This design comes from an exercise in tuning for a short achievable clock period and few clock cycles on the open sky130 flow, not from production work.
In this exercise RTL edits were held to simulation tests only and were not proved equivalent to the original.
No activity file was given, so power comes from the tool's default toggle rates.

--- constraint.sdc ---
create_clock -name core_clock -period 8.0 [get_ports {i_clk}]
set_input_delay 1.6000 -clock core_clock [delete_from_list [all_inputs] [get_ports {i_clk}]]
set_output_delay 1.6000 -clock core_clock [all_outputs]
set_load 0.01 [all_outputs]
--- config.mk ---
export PLATFORM = sky130hd
export DESIGN_NAME = cpu_top
export DESIGN_NICKNAME = cpu_top
export VERILOG_FILES = /design/flow/design.v
export SDC_FILE = /design/flow/constraint.sdc
export NUM_CORES = 4
export LEC_CHECK = 0
export CAP_MARGIN = 20
export CORE_MARGIN = 2
export CORE_UTILIZATION = 40
export SLEW_MARGIN = 20
--- design.v ---
`default_nettype none
package cpu_pkg;
	localparam int data_w = 8;
	localparam int sel_w = 5;
	localparam int num_regs = 4;
	localparam int alu_op_w = 3;
	localparam int cycle_w = 3;
	localparam logic [data_w-1:0] op_halt = 8'h00;
	localparam logic [data_w-1:0] op_noop = 8'h01;
	localparam logic [data_w-1:0] op_jump = 8'h03;
	localparam logic [data_w-1:0] op_math = 8'h04;
	localparam logic [data_w-1:0] op_ldfi = 8'h06;
	localparam logic [data_w-1:0] op_cpfr = 8'h08;
	localparam logic [data_w-1:0] op_stom = 8'h09;
	localparam logic [data_w-1:0] op_jinz = 8'h0a;
	localparam logic [sel_w-1:0] sel_reg0 = 5'd0;
	localparam logic [sel_w-1:0] sel_reg1 = 5'd1;
	localparam logic [sel_w-1:0] sel_reg2 = 5'd2;
	localparam logic [sel_w-1:0] sel_reg3 = 5'd3;
	localparam logic [sel_w-1:0] sel_d_in = 5'd8;
	localparam logic [sel_w-1:0] sel_rax = 5'd9;
	localparam logic [sel_w-1:0] sel_ram = 5'd10;
	localparam logic [sel_w-1:0] sel_rip = 5'd11;
	localparam logic [sel_w-1:0] sel_rip_1 = 5'd12;
	localparam logic [sel_w-1:0] sel_zero = 5'd13;
	localparam logic [alu_op_w-1:0] alu_add = 3'd0;
	localparam logic [alu_op_w-1:0] alu_sub = 3'd1;
	localparam logic [alu_op_w-1:0] alu_and = 3'd2;
	localparam logic [alu_op_w-1:0] alu_or = 3'd3;
	localparam logic [alu_op_w-1:0] alu_xor = 3'd4;
	typedef struct packed {
		logic [sel_w-1:0] select;
		logic load_addr;
		logic load_rip;
		logic load_alu;
		logic write_ram;
		logic [num_regs-1:0] load_reg;
	} ctrl_t;
	typedef struct packed {
		logic carry;
		logic equal;
		logic zero;
	} flags_t;
endpackage
`default_nettype wire
`timescale 1ns/10ps
`default_nettype none
module cpu_alu (
	input wire [cpu_pkg::data_w-1:0] i_a,
	input wire [cpu_pkg::data_w-1:0] i_b,
	input wire [cpu_pkg::data_w-1:0] i_op,
	output logic [cpu_pkg::data_w-1:0] o_result,
	output cpu_pkg::flags_t o_flags
);
	logic [cpu_pkg::data_w:0] m_wide;
	always_comb begin
		case (i_op[cpu_pkg::alu_op_w-1:0])
			cpu_pkg::alu_add: m_wide = {1'b0, i_a} + {1'b0, i_b};
			cpu_pkg::alu_sub: m_wide = {1'b0, i_a} - {1'b0, i_b};
			cpu_pkg::alu_and: m_wide = {1'b0, i_a & i_b};
			cpu_pkg::alu_or: m_wide = {1'b0, i_a | i_b};
			cpu_pkg::alu_xor: m_wide = {1'b0, i_a ^ i_b};
			default: m_wide = '0;
		endcase
	end
	assign o_result = m_wide[cpu_pkg::data_w-1:0];
	assign o_flags.carry = m_wide[cpu_pkg::data_w];
	assign o_flags.equal = (i_a == i_b);
	assign o_flags.zero = (m_wide[cpu_pkg::data_w-1:0] == '0);
endmodule
`default_nettype wire
`timescale 1ns/10ps
`default_nettype none
module cpu_ram (
	input wire i_clk,
	input wire [cpu_pkg::data_w-1:0] i_addr,
	input wire [cpu_pkg::data_w-1:0] i_wdata,
	input wire i_we,
	output logic [cpu_pkg::data_w-1:0] o_q
);
	logic [cpu_pkg::data_w-1:0] m_mem [2**cpu_pkg::data_w];
	always_ff @(posedge i_clk) begin
		if (i_we) begin
			m_mem[i_addr] <= i_wdata;
			o_q <= i_wdata;
		end else begin
			o_q <= m_mem[i_addr];
		end
	end
endmodule
`default_nettype wire
`timescale 1ns/10ps
`default_nettype none
module cpu_regs (
	input wire i_clk,
	input wire i_reset,
	input wire cpu_pkg::ctrl_t i_ctrl,
	input wire [cpu_pkg::data_w-1:0] i_data_in,
	input wire [cpu_pkg::data_w-1:0] i_ram_q,
	input wire [cpu_pkg::data_w-1:0] i_alu_result,
	input wire cpu_pkg::flags_t i_alu_flags,
	output logic [cpu_pkg::data_w-1:0] o_bus,
	output logic [cpu_pkg::data_w-1:0] o_mar,
	output logic [cpu_pkg::data_w-1:0] o_r0,
	output logic [cpu_pkg::data_w-1:0] o_r1,
	output cpu_pkg::flags_t o_flags
);
	logic [cpu_pkg::data_w-1:0] m_rip;
	logic [cpu_pkg::data_w-1:0] m_rax;
	logic [cpu_pkg::data_w-1:0] m_gpr [cpu_pkg::num_regs];
	always_comb begin
		case (i_ctrl.select)
			cpu_pkg::sel_reg0: o_bus = m_gpr[0];
			cpu_pkg::sel_reg1: o_bus = m_gpr[1];
			cpu_pkg::sel_reg2: o_bus = m_gpr[2];
			cpu_pkg::sel_reg3: o_bus = m_gpr[3];
			cpu_pkg::sel_d_in: o_bus = i_data_in;
			cpu_pkg::sel_rax: o_bus = m_rax;
			cpu_pkg::sel_ram: o_bus = i_ram_q;
			cpu_pkg::sel_rip: o_bus = m_rip;
			cpu_pkg::sel_rip_1: o_bus = m_rip + 1'b1;
			cpu_pkg::sel_zero: o_bus = '0;
			default: o_bus = '0;
		endcase
	end
	always_ff @(posedge i_clk) begin
		if (i_reset) begin
			o_mar <= '0;
			m_rip <= '0;
			o_flags <= '0;
		end else begin
			if (i_ctrl.load_addr)
				o_mar <= o_bus;
			if (i_ctrl.load_rip)
				m_rip <= o_bus;
			if (i_ctrl.load_alu)
				o_flags <= i_alu_flags;
		end
	end
	always_ff @(posedge i_clk) begin
		if (i_ctrl.load_alu)
			m_rax <= i_alu_result;
		for (int i = 0; i < cpu_pkg::num_regs; i++) begin
			if (i_ctrl.load_reg[i])
				m_gpr[i] <= o_bus;
		end
	end
	assign o_r0 = m_gpr[0];
	assign o_r1 = m_gpr[1];
endmodule
`default_nettype wire
`timescale 1ns/10ps
`default_nettype none
module cpu_control (
	input wire i_clk,
	input wire i_reset,
	input wire i_load_addr,
	input wire i_load_data,
	input wire i_execute,
	input wire [cpu_pkg::data_w-1:0] i_ram_q,
	input wire cpu_pkg::flags_t i_flags,
	output cpu_pkg::ctrl_t o_ctrl,
	output logic o_waiting
);
	typedef enum logic [3:0] {
		st_load_addr,
		st_load_addr_wait,
		st_load_data,
		st_load_data_wait,
		st_pre_execute,
		st_fetch,
		st_inc_rip,
		st_halt,
		st_noop,
		st_jump,
		st_math,
		st_ldfi,
		st_cpfr,
		st_stom,
		st_jinz
	} state_t;
	state_t m_state;
	state_t m_next;
	logic [cpu_pkg::cycle_w-1:0] m_cycle;
	logic [cpu_pkg::sel_w-1:0] m_code;
	logic m_latch_code;
	function automatic state_t decode_op(input logic [cpu_pkg::data_w-1:0] op);
		case (op)
			cpu_pkg::op_halt: decode_op = st_halt;
			cpu_pkg::op_noop: decode_op = st_noop;
			cpu_pkg::op_jump: decode_op = st_jump;
			cpu_pkg::op_math: decode_op = st_math;
			cpu_pkg::op_ldfi: decode_op = st_ldfi;
			cpu_pkg::op_cpfr: decode_op = st_cpfr;
			cpu_pkg::op_stom: decode_op = st_stom;
			cpu_pkg::op_jinz: decode_op = st_jinz;
			default: decode_op = st_halt;
		endcase
	endfunction
	function automatic logic [cpu_pkg::num_regs-1:0] reg_onehot(
		input logic [cpu_pkg::sel_w-1:0] code
	);
		reg_onehot = '0;
		if (code <= cpu_pkg::sel_reg3)
			reg_onehot[code[1:0]] = 1'b1;
	endfunction
	assign o_waiting = (m_state == st_load_addr);
	always_comb begin
		m_next = m_state;
		case (m_state)
			st_load_addr: begin
				if (i_load_addr)
					m_next = st_load_addr_wait;
				else if (i_execute)
					m_next = st_pre_execute;
			end
			st_load_addr_wait: if (!i_load_addr) m_next = st_load_data;
			st_load_data: if (i_load_data) m_next = st_load_data_wait;
			st_load_data_wait: if (!i_load_data) m_next = st_load_addr;
			st_pre_execute: if (!i_execute) m_next = st_fetch;
			st_fetch, st_inc_rip: if (m_cycle == 2) m_next = decode_op(i_ram_q);
			st_halt: m_next = st_load_addr;
			st_noop: m_next = st_inc_rip;
			st_jump: if (m_cycle == 2) m_next = st_fetch;
			st_math: if (m_cycle == 2) m_next = st_inc_rip;
			st_ldfi, st_cpfr: if (m_cycle == 3) m_next = st_inc_rip;
			st_stom: if (m_cycle == 4) m_next = st_inc_rip;
			st_jinz: begin
				if (m_cycle == 0 && i_flags.zero)
					m_next = st_inc_rip;
				else if (m_cycle == 2)
					m_next = st_fetch;
			end
			default: m_next = st_load_addr;
		endcase
	end
	always_comb begin
		o_ctrl = '0;
		o_ctrl.select = cpu_pkg::sel_zero;
		m_latch_code = 1'b0;
		case (m_state)
			st_load_addr: if (i_load_addr) begin
				o_ctrl.select = cpu_pkg::sel_d_in;
				o_ctrl.load_addr = 1'b1;
			end
			st_load_data: if (i_load_data) begin
				o_ctrl.select = cpu_pkg::sel_d_in;
				o_ctrl.write_ram = 1'b1;
			end
			st_pre_execute: begin
				o_ctrl.load_rip = 1'b1;
				o_ctrl.load_addr = 1'b1;
			end
			st_fetch: if (m_cycle == 0) begin
				o_ctrl.select = cpu_pkg::sel_rip;
				o_ctrl.load_addr = 1'b1;
			end
			st_inc_rip, st_math, st_jinz: begin
				if (m_cycle == 0) begin
					o_ctrl.select = cpu_pkg::sel_rip_1;
					o_ctrl.load_rip = 1'b1;
					o_ctrl.load_addr = 1'b1;
				end else if (m_cycle == 2 && m_state == st_math) begin
					o_ctrl.load_alu = 1'b1;
				end else if (m_cycle == 2 && m_state == st_jinz) begin
					o_ctrl.select = cpu_pkg::sel_ram;
					o_ctrl.load_rip = 1'b1;
				end
			end
			st_jump: begin
				if (m_cycle == 0) begin
					o_ctrl.select = cpu_pkg::sel_rip_1;
					o_ctrl.load_addr = 1'b1;
				end else if (m_cycle == 2) begin
					o_ctrl.select = cpu_pkg::sel_ram;
					o_ctrl.load_rip = 1'b1;
				end
			end
			st_ldfi, st_cpfr, st_stom: begin
				if (m_cycle <= 1) begin
					o_ctrl.select = cpu_pkg::sel_rip_1;
					o_ctrl.load_rip = 1'b1;
					o_ctrl.load_addr = 1'b1;
				end else if (m_cycle == 2) begin
					m_latch_code = 1'b1;
				end else if (m_state == st_ldfi) begin
					o_ctrl.select = cpu_pkg::sel_ram;
					o_ctrl.load_reg = reg_onehot(m_code);
				end else if (m_state == st_cpfr) begin
					o_ctrl.select = i_ram_q[cpu_pkg::sel_w-1:0];
					o_ctrl.load_reg = reg_onehot(m_code);
				end else if (m_cycle == 3) begin
					o_ctrl.select = cpu_pkg::sel_ram;
					o_ctrl.load_addr = 1'b1;
				end else begin
					o_ctrl.select = m_code;
					o_ctrl.write_ram = 1'b1;
				end
			end
			default: ;
		endcase
	end
	always_ff @(posedge i_clk) begin
		if (i_reset) begin
			m_state <= st_load_addr;
			m_cycle <= '0;
		end else begin
			m_state <= m_next;
			if (m_next != m_state)
				m_cycle <= '0;
			else if (m_cycle != '1)
				m_cycle <= m_cycle + 1'b1;
		end
	end
	always_ff @(posedge i_clk) begin
		if (m_latch_code)
			m_code <= i_ram_q[cpu_pkg::sel_w-1:0];
	end
endmodule
`default_nettype wire
`timescale 1ns/10ps
`default_nettype none
module cpu_top (
	input wire i_clk,
	input wire i_reset,
	input wire i_load_addr,
	input wire i_load_data,
	input wire i_execute,
	input wire [cpu_pkg::data_w-1:0] i_data_in,
	output logic [cpu_pkg::data_w-1:0] o_data_out,
	output logic o_waiting
);
	cpu_pkg::ctrl_t m_ctrl;
	cpu_pkg::flags_t m_alu_flags;
	cpu_pkg::flags_t m_flags;
	logic [cpu_pkg::data_w-1:0] m_bus;
	logic [cpu_pkg::data_w-1:0] m_mar;
	logic [cpu_pkg::data_w-1:0] m_r0;
	logic [cpu_pkg::data_w-1:0] m_r1;
	logic [cpu_pkg::data_w-1:0] m_ram_q;
	logic [cpu_pkg::data_w-1:0] m_alu_result;
	assign o_data_out = m_ram_q;
	cpu_control u_control (
		.i_clk(i_clk),
		.i_reset(i_reset),
		.i_load_addr(i_load_addr),
		.i_load_data(i_load_data),
		.i_execute(i_execute),
		.i_ram_q(m_ram_q),
		.i_flags(m_flags),
		.o_ctrl(m_ctrl),
		.o_waiting(o_waiting)
	);
	cpu_regs u_regs (
		.i_clk(i_clk),
		.i_reset(i_reset),
		.i_ctrl(m_ctrl),
		.i_data_in(i_data_in),
		.i_ram_q(m_ram_q),
		.i_alu_result(m_alu_result),
		.i_alu_flags(m_alu_flags),
		.o_bus(m_bus),
		.o_mar(m_mar),
		.o_r0(m_r0),
		.o_r1(m_r1),
		.o_flags(m_flags)
	);
	cpu_alu u_alu (
		.i_a(m_r0),
		.i_b(m_r1),
		.i_op(m_ram_q),
		.o_result(m_alu_result),
		.o_flags(m_alu_flags)
	);
	cpu_ram u_ram (
		.i_clk(i_clk),
		.i_addr(m_mar),
		.i_wdata(m_bus),
		.i_we(m_ctrl.write_ram),
		.o_q(m_ram_q)
	);
endmodule
`default_nettype wire
--- run.sh ---
#!/bin/bash
# synth_recipe.tcl (not shown) runs the flow's synth.tcl, then flattens the netlist and writes it again
# the make line also repeats each setting of config.mk as NAME=value (left out here)
make -C /OpenROAD-flow-scripts/flow DESIGN_CONFIG=/design/flow/config.mk WORK_HOME=/design/flow/orfs CLKGATE_MAP_FILE= SYNTH_SCRIPT=/design/flow/synth_recipe.tcl finish
==> run summary <==
Seq cells post-synth 2125; Clk pin slew, worst setup/hold paths 60 ps; Tot GR Track Use 20.2%; Syn Area/Cell 19.6 sq um; Num CTS Buffers 209; DR vias 43800; Pwr Density 295 nW/um^2; worst skew pair latency 840 ps; RSZ-0062 raised after global routing false; Critical Path AT 5850 ps; largest net degree at the start of global routing 185; DR DRC count 0; Mapped Area 85200 sq um; Layout Nets 4536; Post-Syn Instances 4359; Die Width 466 um; max-cap check violation count 0; Synthesized Nets 4406; Starting Density 40.2%; setup violators final 0; leading area contributor after synthesis edfxtp_1; Yosys top cell area share 73.7%; CTS sink cnt 2125; Startpoint Class flop; max-slew violation count 0; Die H 466 um; initial antenna violation count 8; gpl congestion 0.905; Area Overhead vs Synth 12.1%; ANT cells 0; Final Cell Area 95600 sq um; gr ovfl total 0; post-synthesis sequential area ratio 74.5%; vias in the first global route 43400; YS warnings 5; DRT antenna net count 0; Post-synth top flop edfxtp_1; sequential fraction of design power 47.3%; static leakage 29.1 nW; Hold Crit Class reg2reg; final hold violations 0; via/cell ratio 5.85; sw power 7.83 mW; Req. time, crit path 6400 ps; Power, Total 28.2 mW; CORE AREA 212000 sq um; row count 169; worst-path cell chain buf_4, mux4_2, mux2i_1, o22ai_1, a311oi_1, a31oi_1, and3_4, clkdlybuf4s50_1; share of cells above drive strength 1 19.8%; fin crit period 7450 ps; Setup crit end kind output port; Post-Place Setup Slack 790 ps; Cell variety after synth 93; top post-synthesis cells by area edfxtp_1, mux4_2, mux2i_1; FFs w/ async S/R, synth 0%; Placed Area 89000 sq um; worst vdd ir 0.000250 V; Routed WL 222000 um; clock root cell clkbuf_16; family with the most delay on the worst path compound AO/OA/AOI/OAI gates; number of flops mapped to enable cells by yosys 2093; outcome finished clean; Buf+Inv Stages, Crit Path 2; Internal Power 20.4 mW; maximum root-to-sink buffer count 3; period utilization 93.1%; worst hold slack 430 ps; CTS tree yes; f_max 134 MHz; Switching Fraction 27.7%; met1 usage 29.1%; CTS H-Tree Depth 4; HPWL after DPL 139000 um; M3 GR Usage 3.66%; hold buffer count at cts 0; Slew @ Worst Pin 1210 ps; Setup CP Type reg2out; Setup Buffers After CTS 0; busiest grt layer met2; Crit-path slowest cell a311oi_1; post-route setup slack 550 ps; Filler cells 17900; CP Max Fanout 36; DRT Pass-1 Iters 6; Iteration-0 DRC Markers 5525; fin util 45.1%; Clock Power Share 33.8%; global-route wire length before repair 319000 um; Final Skew 49.1 ps; die area 217000 sq um; Comb pwr share 19.0%; Ports 22; met2 usage 31.3%; I/O Buffers 21; # resized after CTS 0; WL/cell 29.6 um; max incr delay on CP 970 ps; slew margin rel. 18.7%
registers in the layout (all words and copies together), names as in the netlist, named ones only:
register,flops
u_control.m_cycle,3
u_ram.m_mem,2048
u_regs.o_flags,1
u_control.m_code,5
u_regs.m_rax,8
u_control.m_state,4
u_regs.o_mar,8
u_regs.m_rip,8
u_regs.m_gpr,32
cells in the final DEF (no fill, tap or decap), drive strengths merged, types with 14 or more instances in the layout:
cell | Yosys | routed
nand2b | 20 | 20
nor2b | 40 | 40
edfxtp | 2093 | 2093
mux2i | 291 | 291
a21oi | 81 | 81
mux4 | 440 | 440
o21ai | 58 | 58
buf | 157 | 142
inv | 37 | 41
nor3 | 24 | 24
nand3 | 49 | 49
dfxtp | 32 | 32
a211oi | 23 | 23
o22ai | 20 | 20
a22oi | 114 | 114
clkinv | 2 | 103
bufinv | 0 | 16
clkdlybuf4s50 | 0 | 21
a31oi | 22 | 22
ha | 33 | 33
mux2 | 14 | 14
nor2 | 356 | 356
nand2 | 114 | 114
nor4 | 24 | 24
a22o | 35 | 35
clkbuf | 87 | 256
synth_stat cells, drive strengths merged, types with 32 or more instances:
library cell / instances
dfxtp: 32
mux4: 440
nor2b: 40
mux2i: 291
nand2: 114
a22o: 35
ha: 33
a22oi: 114
edfxtp: 2093
inv: 37
a21oi: 81
clkbuf: 87
buf: 157
o21ai: 58
nand3: 49
nor2: 356
worst reg2reg max path, cell delays in order (launching register included):
cell      delay (ps)
dfxtp_4          810
buf_4            810
mux4_2           670
mux2i_1          440
nor2_1            90
nor4_1           860
a222oi_1         290
buf_4            220
nand2_2           80
inv_2             50
nor3_1           340
mux2_2           400
inv_1             60
ha_1             210
nor2b_1          130
o21ai_0          220
a21boi_0         160
o21a_1           190
nor2_1           160
xnor2_1          160
nand2_1           70
a32o_1           270
or3_1            350
o31ai_1          210
logic make-up (layout without fill, tap and decap cells):
logic type | count (synthesis) | count (layout) | share of synthesized area [%]
AO/OA/AOI/OAI | 458 | 458 | 3.78
XOR/XNOR | 16 | 16 | 0.164
adder cells (fa/ha/maj) | 34 | 34 | 0.508
buffers and inverters | 283 | 581 | 2.09
flip-flops | 2125 | 2125 | 74.5
multiplexers | 745 | 745 | 15.2
AND/OR/NAND/NOR | 698 | 698 | 3.74
final timing paths:
path              startpoint           endpoint  slack [ps]  depth (start not counted)
min reg2reg  u_regs.o_mar[1]               flop         430                          0
min          u_regs.o_mar[1]               flop         430                          0
max                     flop      o_data_out[7]         550                          8
max reg2reg             flop  u_regs.o_flags[0]         650                         23
metrics by stage:
step / cells / setup TNS, ps
5_1_grt: 7478 / 0
4_1_cts: 7478 / 0
3_3_place_gp: 7097 / 0
2_1_floorplan: 4359 / -1515760
6_report: 7478 / 0
3_5_place_dp: 7099 / 0
per-layer routing:
layer / part of all wire, % / up-vias / routed length [um]
met5: 0.0032 / - / 7
met3: 7.7 / 389 / 17000
met4: 3.3 / 2 / 7380
met1: 42 / 23300 / 93600
li1: - / 18200 / -
met2: 47 / 1921 / 104000
power groups by stage:
stage	Clock [mW]	Sequential [mW]	Combinational (mW)
2_1_floorplan	0	13.8	3.33
3_3_place_gp	0	13.6	5.28
3_5_place_dp	0	13.6	5.35
4_1_cts	9.66	13.4	5.36
5_1_grt	10.1	13.4	5.65
6_report	9.53	13.4	5.35
cell type report:
class	count	area [sq um]	share of cell area, %
multi-input combinational	1951	20100	21.1
clock buffer	256	5490	5.75
clock inverter	123	1070	1.12
timing repair buffer	163	1670	1.75
tap	2821	3530	3.69
sequential	2125	63500	66.4
inverter	39	154	0.161
Testbench counts, summed over its fixed seeds: cycles 104,677.

port drivers added, routing unchanged:
How much do the figures lean on ideal ports? The routed layout below was timed once more, with nothing changed but the port constraints. Step 1, drivers: a clkbuf_16 drives i_clk and a buf_2 each remaining input, both assumed. Step 2 times the ports against the registers' clock, not the clock port: input delays grow and output delays shrink by t, the midpoint of the rising clock arrivals with the driver on. a / b / c = ideal ports / drivers / drivers and shift; a / b = the first two.
t, ns: 0.907
slack for setup (ns): 0.550 / 0.461 / 0.648
worst hold slack (ns): 0.430 / 0.430 / 0.430
After both steps this run still meets setup and hold. The setup slack of this run moves by -0.089 ns with the drivers and by +0.098 ns with both steps.
